From an optimization exercise on the open Yosys and OpenROAD flow, aimed at small area; shortcuts taken in it are not production practice. Only simulation tests tie the RTL to the original design; equivalence was not proved. Power figures rest on the tool's default switching activity, not on a simulated workload.

===== config.mk =====
export PLATFORM = sky130hd
export DESIGN_NAME = commit_checker_top
export DESIGN_NICKNAME = commit_checker_top
export VERILOG_FILES = /design/flow/design.v
export SDC_FILE = /design/flow/constraint.sdc
export NUM_CORES = 4
export LEC_CHECK = 0
export CAP_MARGIN = 20
export CORE_MARGIN = 2
export CORE_UTILIZATION = 30
export SLEW_MARGIN = 20

===== constraint.sdc =====
create_clock -name core_clock -period 8.0 [get_ports {clk}]
set_input_delay 1.6000 -clock core_clock [delete_from_list [all_inputs] [get_ports {clk}]]
set_output_delay 1.6000 -clock core_clock [all_outputs]
set_load 0.01 [all_outputs]

===== run.sh =====
#!/bin/bash
# synth_recipe.tcl (not shown) runs the flow's synth.tcl, then flattens the netlist and writes it again
# the make line also repeats each setting of config.mk as NAME=value (left out here)
make -C /OpenROAD-flow-scripts/flow DESIGN_CONFIG=/design/flow/config.mk WORK_HOME=/design/flow/orfs CLKGATE_MAP_FILE= SYNTH_SCRIPT=/design/flow/synth_recipe.tcl finish

===== design.v =====
`timescale 1ns/1ps
package isa_pkg;
  typedef logic [31:0] xlen_t;
  typedef logic [31:0] inst_t;
  typedef logic [4:0]  reg_idx_t;
  localparam xlen_t PC_STEP = 32'd4;
  localparam logic [6:0] OPC_OP_IMM = 7'b0010011;
  localparam logic [6:0] OPC_AUIPC  = 7'b0010111;
  localparam logic [6:0] OPC_LOAD   = 7'b0000011;
  localparam logic [6:0] OPC_JAL    = 7'b1101111;
  localparam logic [6:0] OPC_JALR   = 7'b1100111;
  localparam logic [6:0] OPC_BRANCH = 7'b1100011;
  localparam logic [2:0] F3_ANDI = 3'b111;
  localparam logic [2:0] F3_LBU  = 3'b100;
  localparam logic [2:0] F3_BGE  = 3'b101;
  typedef logic [1:0] err_kind_t;
  localparam err_kind_t ERR_NONE   = 2'd0;
  localparam err_kind_t ERR_RESULT = 2'd1;
  localparam err_kind_t ERR_FLOW   = 2'd2;
endpackage
`timescale 1ns/1ps
import isa_pkg::*;
module shadow_regfile (
  input  logic        clk,
  input  logic        rst_n,
  input  logic        commit_valid_i,
  input  logic [31:0] commit_inst_i,
  input  logic        commit_we_i,
  input  logic [4:0]  commit_rd_i,
  input  logic [31:0] commit_value_i,
  output logic [31:0] rs1_val_o,
  output logic [31:0] rs2_val_o
);
  logic [31:0] regs [1:31];
  logic [4:0]  rs1_idx;
  logic [4:0]  rs2_idx;
  logic        wr_en;
  assign rs1_idx = commit_inst_i[19:15];
  assign rs2_idx = commit_inst_i[24:20];
  assign rs1_val_o = (rs1_idx == '0) ? '0 : regs[rs1_idx];
  assign rs2_val_o = (rs2_idx == '0) ? '0 : regs[rs2_idx];
  assign wr_en = commit_valid_i && commit_we_i && (commit_rd_i != '0);
  always_ff @(posedge clk or negedge rst_n) begin
    if (!rst_n) begin
      for (int i = 1; i < 32; i++) begin
        regs[i] <= '0;
      end
    end else if (wr_en) begin
      regs[commit_rd_i] <= commit_value_i;
    end
  end
endmodule
`timescale 1ns/1ps
import isa_pkg::*;
module result_checker (
  input  logic        clk,
  input  logic        rst_n,
  input  logic        commit_valid_i,
  input  logic [31:0] commit_pc_i,
  input  logic [31:0] commit_inst_i,
  input  logic        commit_we_i,
  input  logic [4:0]  commit_rd_i,
  input  logic [31:0] commit_value_i,
  input  logic [31:0] commit_mem_addr_i,
  input  logic [31:0] commit_mem_data_i,
  input  logic [31:0] rs1_val_i,
  output logic        vd_fail_o,
  output logic [1:0]  vd_kind_o,
  output logic [31:0] vd_pc_o,
  output logic [31:0] vd_inst_o
);
  logic [6:0]  opcode;
  logic [2:0]  funct3;
  logic [4:0]  rd_field;
  logic [31:0] imm_i;
  logic [31:0] imm_u;
  logic        is_andi;
  logic        is_auipc;
  logic        is_lbu;
  logic        is_jal;
  logic [31:0] load_addr;
  logic [7:0]  load_byte;
  logic [31:0] golden_value;
  logic        mismatch;
  assign opcode   = commit_inst_i[6:0];
  assign funct3   = commit_inst_i[14:12];
  assign rd_field = commit_inst_i[11:7];
  assign imm_i = {{20{commit_inst_i[31]}}, commit_inst_i[31:20]};
  assign imm_u = {commit_inst_i[31:12], 12'b0};
  assign is_andi  = (opcode == OPC_OP_IMM) && (funct3 == F3_ANDI);
  assign is_auipc = (opcode == OPC_AUIPC);
  assign is_lbu   = (opcode == OPC_LOAD) && (funct3 == F3_LBU);
  assign is_jal   = (opcode == OPC_JAL);
  assign load_addr = rs1_val_i + imm_i;
  assign load_byte = commit_mem_data_i[{load_addr[1:0], 3'b000} +: 8];
  always_comb begin
    golden_value = '0;
    if (is_andi) golden_value = rs1_val_i & imm_i;
    if (is_auipc) golden_value = commit_pc_i + imm_u;
    if (is_lbu) golden_value = {24'b0, load_byte};
    if (is_jal) golden_value = commit_pc_i + PC_STEP;
  end
  assign mismatch = (commit_we_i != (rd_field != '0))
                 || (commit_rd_i != rd_field)
                 || (commit_value_i != golden_value)
                 || (is_lbu && (commit_mem_addr_i != load_addr));
  always_ff @(posedge clk or negedge rst_n) begin
    if (!rst_n) begin
      vd_fail_o <= 1'b0;
    end else begin
      vd_fail_o <= commit_valid_i && (is_andi || is_auipc || is_lbu || is_jal) && mismatch;
    end
  end
  always_ff @(posedge clk) begin
    vd_kind_o <= ERR_RESULT;
    vd_pc_o   <= commit_pc_i;
    vd_inst_o <= commit_inst_i;
  end
endmodule
`timescale 1ns/1ps
import isa_pkg::*;
module flow_checker #(
  parameter logic [31:0] RESET_PC = 32'h200
) (
  input  logic        clk,
  input  logic        rst_n,
  input  logic        commit_valid_i,
  input  logic [31:0] commit_pc_i,
  input  logic [31:0] commit_inst_i,
  input  logic [31:0] rs1_val_i,
  input  logic [31:0] rs2_val_i,
  output logic        vd_fail_o,
  output logic [1:0]  vd_kind_o,
  output logic [31:0] vd_pc_o,
  output logic [31:0] vd_inst_o
);
  typedef enum logic [1:0] {
    FLOW_RESET,
    FLOW_TRACK,
    FLOW_FREE
  } flow_state_e;
  flow_state_e state_q;
  flow_state_e state_d;
  logic [31:0] expect_pc_q;
  logic [31:0] next_pc;
  logic [6:0]  opcode;
  logic        is_bge;
  logic        bge_taken;
  logic [31:0] imm_j;
  logic [31:0] imm_b;
  logic        pc_bad;
  assign opcode = commit_inst_i[6:0];
  assign is_bge = (opcode == OPC_BRANCH) && (commit_inst_i[14:12] == F3_BGE);
  assign imm_j = {{12{commit_inst_i[31]}}, commit_inst_i[19:12], commit_inst_i[20],
                  commit_inst_i[30:21], 1'b0};
  assign imm_b = {{20{commit_inst_i[31]}}, commit_inst_i[7], commit_inst_i[30:25],
                  commit_inst_i[11:8], 1'b0};
  assign bge_taken = $signed(rs1_val_i) >= $signed(rs2_val_i);
  always_comb begin
    case (state_q)
      FLOW_RESET: pc_bad = (commit_pc_i != RESET_PC);
      FLOW_TRACK: pc_bad = (commit_pc_i != expect_pc_q);
      default:    pc_bad = 1'b0;
    endcase
  end
  always_comb begin
    next_pc = commit_pc_i + PC_STEP;
    state_d = FLOW_TRACK;
    if (opcode == OPC_JAL) begin
      next_pc = (commit_pc_i + imm_j) & ~32'h3;
    end else if (is_bge && bge_taken) begin
      next_pc = commit_pc_i + imm_b;
    end else if (opcode == OPC_JALR) begin
      state_d = FLOW_FREE;
    end
  end
  always_ff @(posedge clk or negedge rst_n) begin
    if (!rst_n) begin
      state_q <= FLOW_RESET;
      vd_fail_o <= 1'b0;
    end else begin
      vd_fail_o <= commit_valid_i && pc_bad;
      if (commit_valid_i) state_q <= state_d;
    end
  end
  always_ff @(posedge clk) begin
    if (commit_valid_i) begin
      expect_pc_q <= next_pc;
    end
    vd_kind_o <= ERR_FLOW;
    vd_pc_o   <= commit_pc_i;
    vd_inst_o <= commit_inst_i;
  end
endmodule
`timescale 1ns/1ps
import isa_pkg::*;
module verdict_collector (
  input  logic        clk,
  input  logic        rst_n,
  input  logic        res_fail_i,
  input  logic [1:0]  res_kind_i,
  input  logic [31:0] res_pc_i,
  input  logic [31:0] res_inst_i,
  input  logic        flow_fail_i,
  input  logic [1:0]  flow_kind_i,
  input  logic [31:0] flow_pc_i,
  input  logic [31:0] flow_inst_i,
  output logic        error_o,
  output logic [1:0]  err_kind_o,
  output logic [31:0] err_pc_o,
  output logic [31:0] err_inst_o
);
  logic        new_fail;
  assign new_fail = !error_o && (res_fail_i || flow_fail_i);
  always_ff @(posedge clk or negedge rst_n) begin
    if (!rst_n) begin
      error_o    <= 1'b0;
      err_kind_o <= ERR_NONE;
      err_pc_o   <= '0;
      err_inst_o <= '0;
    end else if (new_fail) begin
      error_o <= 1'b1;
      if (res_fail_i) begin
        err_kind_o <= res_kind_i;
        err_pc_o   <= res_pc_i;
        err_inst_o <= res_inst_i;
      end else begin
        err_kind_o <= flow_kind_i;
        err_pc_o   <= flow_pc_i;
        err_inst_o <= flow_inst_i;
      end
    end
  end
endmodule
`timescale 1ns/1ps
import isa_pkg::*;
module commit_checker_top #(
  parameter logic [31:0] RESET_PC = 32'h200
) (
  input  logic        clk,
  input  logic        rst_n,
  input  logic        commit_valid_i,
  input  logic [31:0] commit_pc_i,
  input  logic [31:0] commit_inst_i,
  input  logic        commit_we_i,
  input  logic [4:0]  commit_rd_i,
  input  logic [31:0] commit_value_i,
  input  logic [31:0] commit_mem_addr_i,
  input  logic [31:0] commit_mem_data_i,
  output logic        error_o,
  output logic [1:0]  err_kind_o,
  output logic [31:0] err_pc_o,
  output logic [31:0] err_inst_o
);
  logic [31:0] rs1_val;
  logic [31:0] rs2_val;
  logic        res_fail;
  logic [1:0]  res_kind;
  logic [31:0] res_pc;
  logic [31:0] res_inst;
  logic        flow_fail;
  logic [1:0]  flow_kind;
  logic [31:0] flow_pc;
  logic [31:0] flow_inst;
  shadow_regfile shadow_regfile_inst (
    .clk            (clk),
    .rst_n          (rst_n),
    .commit_valid_i (commit_valid_i),
    .commit_inst_i  (commit_inst_i),
    .commit_we_i    (commit_we_i),
    .commit_rd_i    (commit_rd_i),
    .commit_value_i (commit_value_i),
    .rs1_val_o      (rs1_val),
    .rs2_val_o      (rs2_val)
  );
  result_checker result_checker_inst (
    .clk               (clk),
    .rst_n             (rst_n),
    .commit_valid_i    (commit_valid_i),
    .commit_pc_i       (commit_pc_i),
    .commit_inst_i     (commit_inst_i),
    .commit_we_i       (commit_we_i),
    .commit_rd_i       (commit_rd_i),
    .commit_value_i    (commit_value_i),
    .commit_mem_addr_i (commit_mem_addr_i),
    .commit_mem_data_i (commit_mem_data_i),
    .rs1_val_i         (rs1_val),
    .vd_fail_o         (res_fail),
    .vd_kind_o         (res_kind),
    .vd_pc_o           (res_pc),
    .vd_inst_o         (res_inst)
  );
  flow_checker #(
    .RESET_PC (RESET_PC)
  ) flow_checker_inst (
    .clk            (clk),
    .rst_n          (rst_n),
    .commit_valid_i (commit_valid_i),
    .commit_pc_i    (commit_pc_i),
    .commit_inst_i  (commit_inst_i),
    .rs1_val_i      (rs1_val),
    .rs2_val_i      (rs2_val),
    .vd_fail_o      (flow_fail),
    .vd_kind_o      (flow_kind),
    .vd_pc_o        (flow_pc),
    .vd_inst_o      (flow_inst)
  );
  verdict_collector verdict_collector_inst (
    .clk        (clk),
    .rst_n      (rst_n),
    .res_fail_i  (res_fail),
    .res_kind_i  (res_kind),
    .res_pc_i    (res_pc),
    .res_inst_i  (res_inst),
    .flow_fail_i (flow_fail),
    .flow_kind_i (flow_kind),
    .flow_pc_i   (flow_pc),
    .flow_inst_i (flow_inst),
    .error_o    (error_o),
    .err_kind_o (err_kind_o),
    .err_pc_o   (err_pc_o),
    .err_inst_o (err_inst_o)
  );
endmodule

==> results.yml <==
cells_and_area:
  multi_input_area_um2: 32000
  syn_to_final_growth_pct: 22.6
  drive_above_1_share_pct: 31.8
  instances_no_fill: 8598
  fin_nets: 6086
  ff_latch_area_um2: 28800
  fin_area_um2: 76100
  nFillCells: 20000
sta:
  fin_ws_ns: 0.594
  worst_pin_slew_ns: 1.26
  finalMaxSlewViolations: 0
  hold_viol: 0
  finalSetupTns_ns: 0
  finClkSkew_ns: 0.0806
  layout_min_cycle_time_ns: 7.41
  relSlewSlack_pct: 16.1
  rsz0062_at_grt: "false"
  setup_viol: 0
  max_freq_mhz: 135
  fin_crit_sh_pct: 92.6
setup_path:
  worstPathCellList: "clkdlybuf4s50_1 > nand2b_1 > buf_4 > nor2_4 > buf_12 > buf_4 > a22o_1 > a221oi_1 > nand4_1 > nor3_1 > a21oi_1 > buf_4 > ha_1 > a41oi_1 > nor3b_2 > o32ai_2 > o41ai_4 > o21ai_1 > xnor2_1 > a311o_1 > or4_4 > o311ai_4 > o211ai_2"
  crit_top_cell: "buf_4"
  end_kind: "flip-flop"
  critPathLaunchType: "input port"
  cp_data_required_time_ns: 8.68
  crit_fanout: 10
  criticalPathCategory: "input port to flip-flop"
  worstPathArrival_ns: 8.09
  crit_slowest_cell: "clkdlybuf4s50_1"
  crit_buf_inv: 5
  critPathMaxStageDelay_ns: 0.70
  cp_top_family: "compound AO/OA/AOI/OAI gates"
synth:
  synth.area.mux_share_pct: 19.4
  ys.flop_type: "dfrtp_1"
  synth_edf_count: 32
  synth.distinct_cells: 94
  synthArstFlopShare_pct: 91.7
  yosysWarningCount: 5
  ys_seq_area_share_pct: 46.5
  yosysMostFrequentCell: "dfrtp_1"
  synthAdderAreaFrac_pct: 2.51
  synthTopCellsByArea: "dfrtp_1, mux2_2, a22oi_1"
  synth_compound_area_share_pct: 19.0
  synth_area_leader_cell: "dfrtp_1"
  synth_commonest_cells: "dfrtp_1, mux2_2, clkbuf_1"
  synth_xor_area_share_pct: 2.13
  synth_area_um2: 62100
  synth-seq-cells: 1159
  synthesis.nets: 5735
  synth-simple-area-share_pct: 7.35
  synth_top_family_by_area: "multiplexers"
  syn_area_per_cell_um2: 11.4
  syn_inst: 5444
  synth_top_cell_area_share_pct: 42.8
global_routing:
  grt-ovfl-total: 0
  grt_pass1_wl_um: 455000
  grt_usage_pct: 30.6
  antenna_found_initial: 26
  grt_pass1_vias: 55400
  grt_max_degree: 188
worst_hold_path:
  hold_class: "flip-flop to flip-flop"
power:
  power_density_nw_per_um2: 228
  p_total_mw: 17.4
  ir_worst_vdd_mv: 0.169
  p_leak_nw: 32.6
place:
  portBuffers: 235
  pre_cts_ws_ns: 0.0148
  dp_cells: 8344
  dpl.hpwl_um: 214000
  dpl_cell_area_um2: 71100
  place.gp.congestion: 1.00
floorplan:
  start_util_pct: 30.3
  coreArea_um2: 205000
  die-area_um2: 211000
  chipHeight_um: 459
  rows: 166
  die-width_um: 459
  io-pin-count: 236
clocking:
  cts_buffer_depth: 3
  cts.sinks: 1159
  ctsResizeCount: 0
  htree_levels: 4
  clock_latency_ns: 0.86
  holdBufCountCts: 0
  path_clk_slew_ns: 0.06
  post_cts_buffers: 0
  cts_made_buffers: 136
  cts-root-buf: "clkbuf_16"
  tritoncts: "built"
drt:
  drtIter0Drc: 10800
  num_vias: 57600
  avgRoutedWirePerCell_um: 38.7
  viasPerCell: 6.70
  wl_um: 333000
  drcViolationCount: 0
  drtPass1Iterations: 11
  drtAntennaViolNets: 0
flow_run:
  maxCapViolCount: 0
run_status:
  status: "timing/DRC/antenna clean"
-- metal layers --
layer  track usage, %  share of wire, %  up-vias  wire (um)
li1                 -                 -    22000          -
met1             38.9                38    28800     125000
met2             43.8                41     5268     135000
met3             12.2                14     1541      47700
met4             17.6               7.4       26      24700
met5            0.184             0.062        -        207
-- area by class of cell --
cell class / instances / area share (%)
multi-input cells: 3769 / 42.0
flip-flops and latches: 1159 / 37.9
repair buffers: 692 / 8.94
clock buffers: 183 / 4.99
well taps: 2688 / 4.42
clock inverters: 65 / 1.53
inverters: 37 / 0.182
diodes: 5 / 0.0164
-- layout by cell type (no fill, tap or decap), drive strengths merged, types with 16 or more instances in the layout --
master,count
dfrtp,1063
mux2,1046
buf,463
a22oi,351
a221oi,264
a22o,254
clkdlybuf4s50,229
a21oi,224
nand2,222
clkbuf,183
nor2,177
nand4,159
nand3,126
ha,118
xnor2,104
a222oi,72
nor3,68
o21ai,65
dfxtp,64
a21o,49
xor2,47
inv,45
o31ai,38
clkinv,34
edfxtp,32
a31oi,29
nor4,23
bufinv,20
o21bai,19
and3,19
o211ai,17
nand2b,16
nor2b,16
o32ai,16
-- flip-flops by register name, indices dropped and copies added (netlist names) --
signal and cells:
flow_checker_inst.vd_fail_o 1, verdict_collector_inst.err_kind_o 2, flow_checker_inst.expect_pc_q 32, result_checker_inst.vd_fail_o 1
verdict_collector_inst.err_inst_o 32, flow_checker_inst.state_q 2, flow_checker_inst.vd_pc_o 32, shadow_regfile_inst.regs 992
flow_checker_inst.vd_inst_o 32, verdict_collector_inst.err_pc_o 32, verdict_collector_inst.error_o 1
-- cell families (layout without fill, tap and decap cells) --
logic type      after synthesis  count (layout)
mux                        1063            1063
fa+ha+maj                   122             122
buf+inv                     516             977
flops                      1159            1159
other cells                   0               5
compound gates             1529            1529
simple gates                904             904
xor+xnor                    151             151
-- path summary, 6_finish.rpt --
| path | start | to | slack [ns] | cells past startpoint |
|---|---|---|---|---|
| max in group asynchronous | rst_n | shadow_regfile_inst.regs[23][20] | 5.46 | 3 |
| setup reg to reg | shadow_regfile_inst.regs[13][6] | flow_checker_inst.expect_pc_q[30] | 2.79 | 17 |
| setup / recovery | commit_inst_i[19] | result_checker_inst.vd_fail_o | 0.59 | 23 |
| hold reg to reg | flow_checker_inst.vd_pc_o[2] | verdict_collector_inst.err_pc_o[2] | 0.44 | 1 |
| min in group asynchronous | rst_n | verdict_collector_inst.err_pc_o[8] | 0.75 | 1 |
| hold / removal | flow_checker_inst.vd_pc_o[2] | verdict_collector_inst.err_pc_o[2] | 0.44 | 1 |
-- metrics by stage --
| stage | util (%) | hold slack (ns) |
|---|---|---|
| 2_1_floorplan | - | 0.440 |
| 3_3_place_gp | 34.6 | 0.442 |
| 3_5_place_dp | 34.7 | 0.448 |
| 4_1_cts | 37.1 | 0.440 |
| 5_1_grt | 37.1 | 0.460 |
| 6_report | 37.1 | 0.440 |
-- where the power goes --
part	switching [mW]	leakage (nW)	total, mW	internal, mW
Clock	2.84	2.40	6.89	4.05
Combinational	1.68	15.2	3.05	1.37
Sequential	0.789	14.9	7.43	6.64

## separate check: timing with driven ports
In the flow no input, the clock included, has a driving cell. The finished layout below was timed again as built, in two steps.
Step 1, drivers: a clkbuf_16 drives clk and a buf_2 each remaining input, both assumed.
Step 2 adds t to the input delays and takes it off the output delays; t is the mean of the earliest and latest rising clock arrival at the registers after step 1. Input paths then give back, and output paths get back, about the clock's delay inside the block.
Slacks: ideal / step 1 / step 2; pairs: ideal / step 1.
shift t [ns]: 0.909
setup slack, ns: 0.594 / 0.627 / -0.282
slew at the worst register clock pin (ns): 0.07 / 0.07
cell pins on the clock port's net: 1
With both steps, setup timing fails in this run, where it was met with ideal ports. For this run, drivers alone change the setup slack by +0.033 ns; drivers and shift together by -0.876 ns.
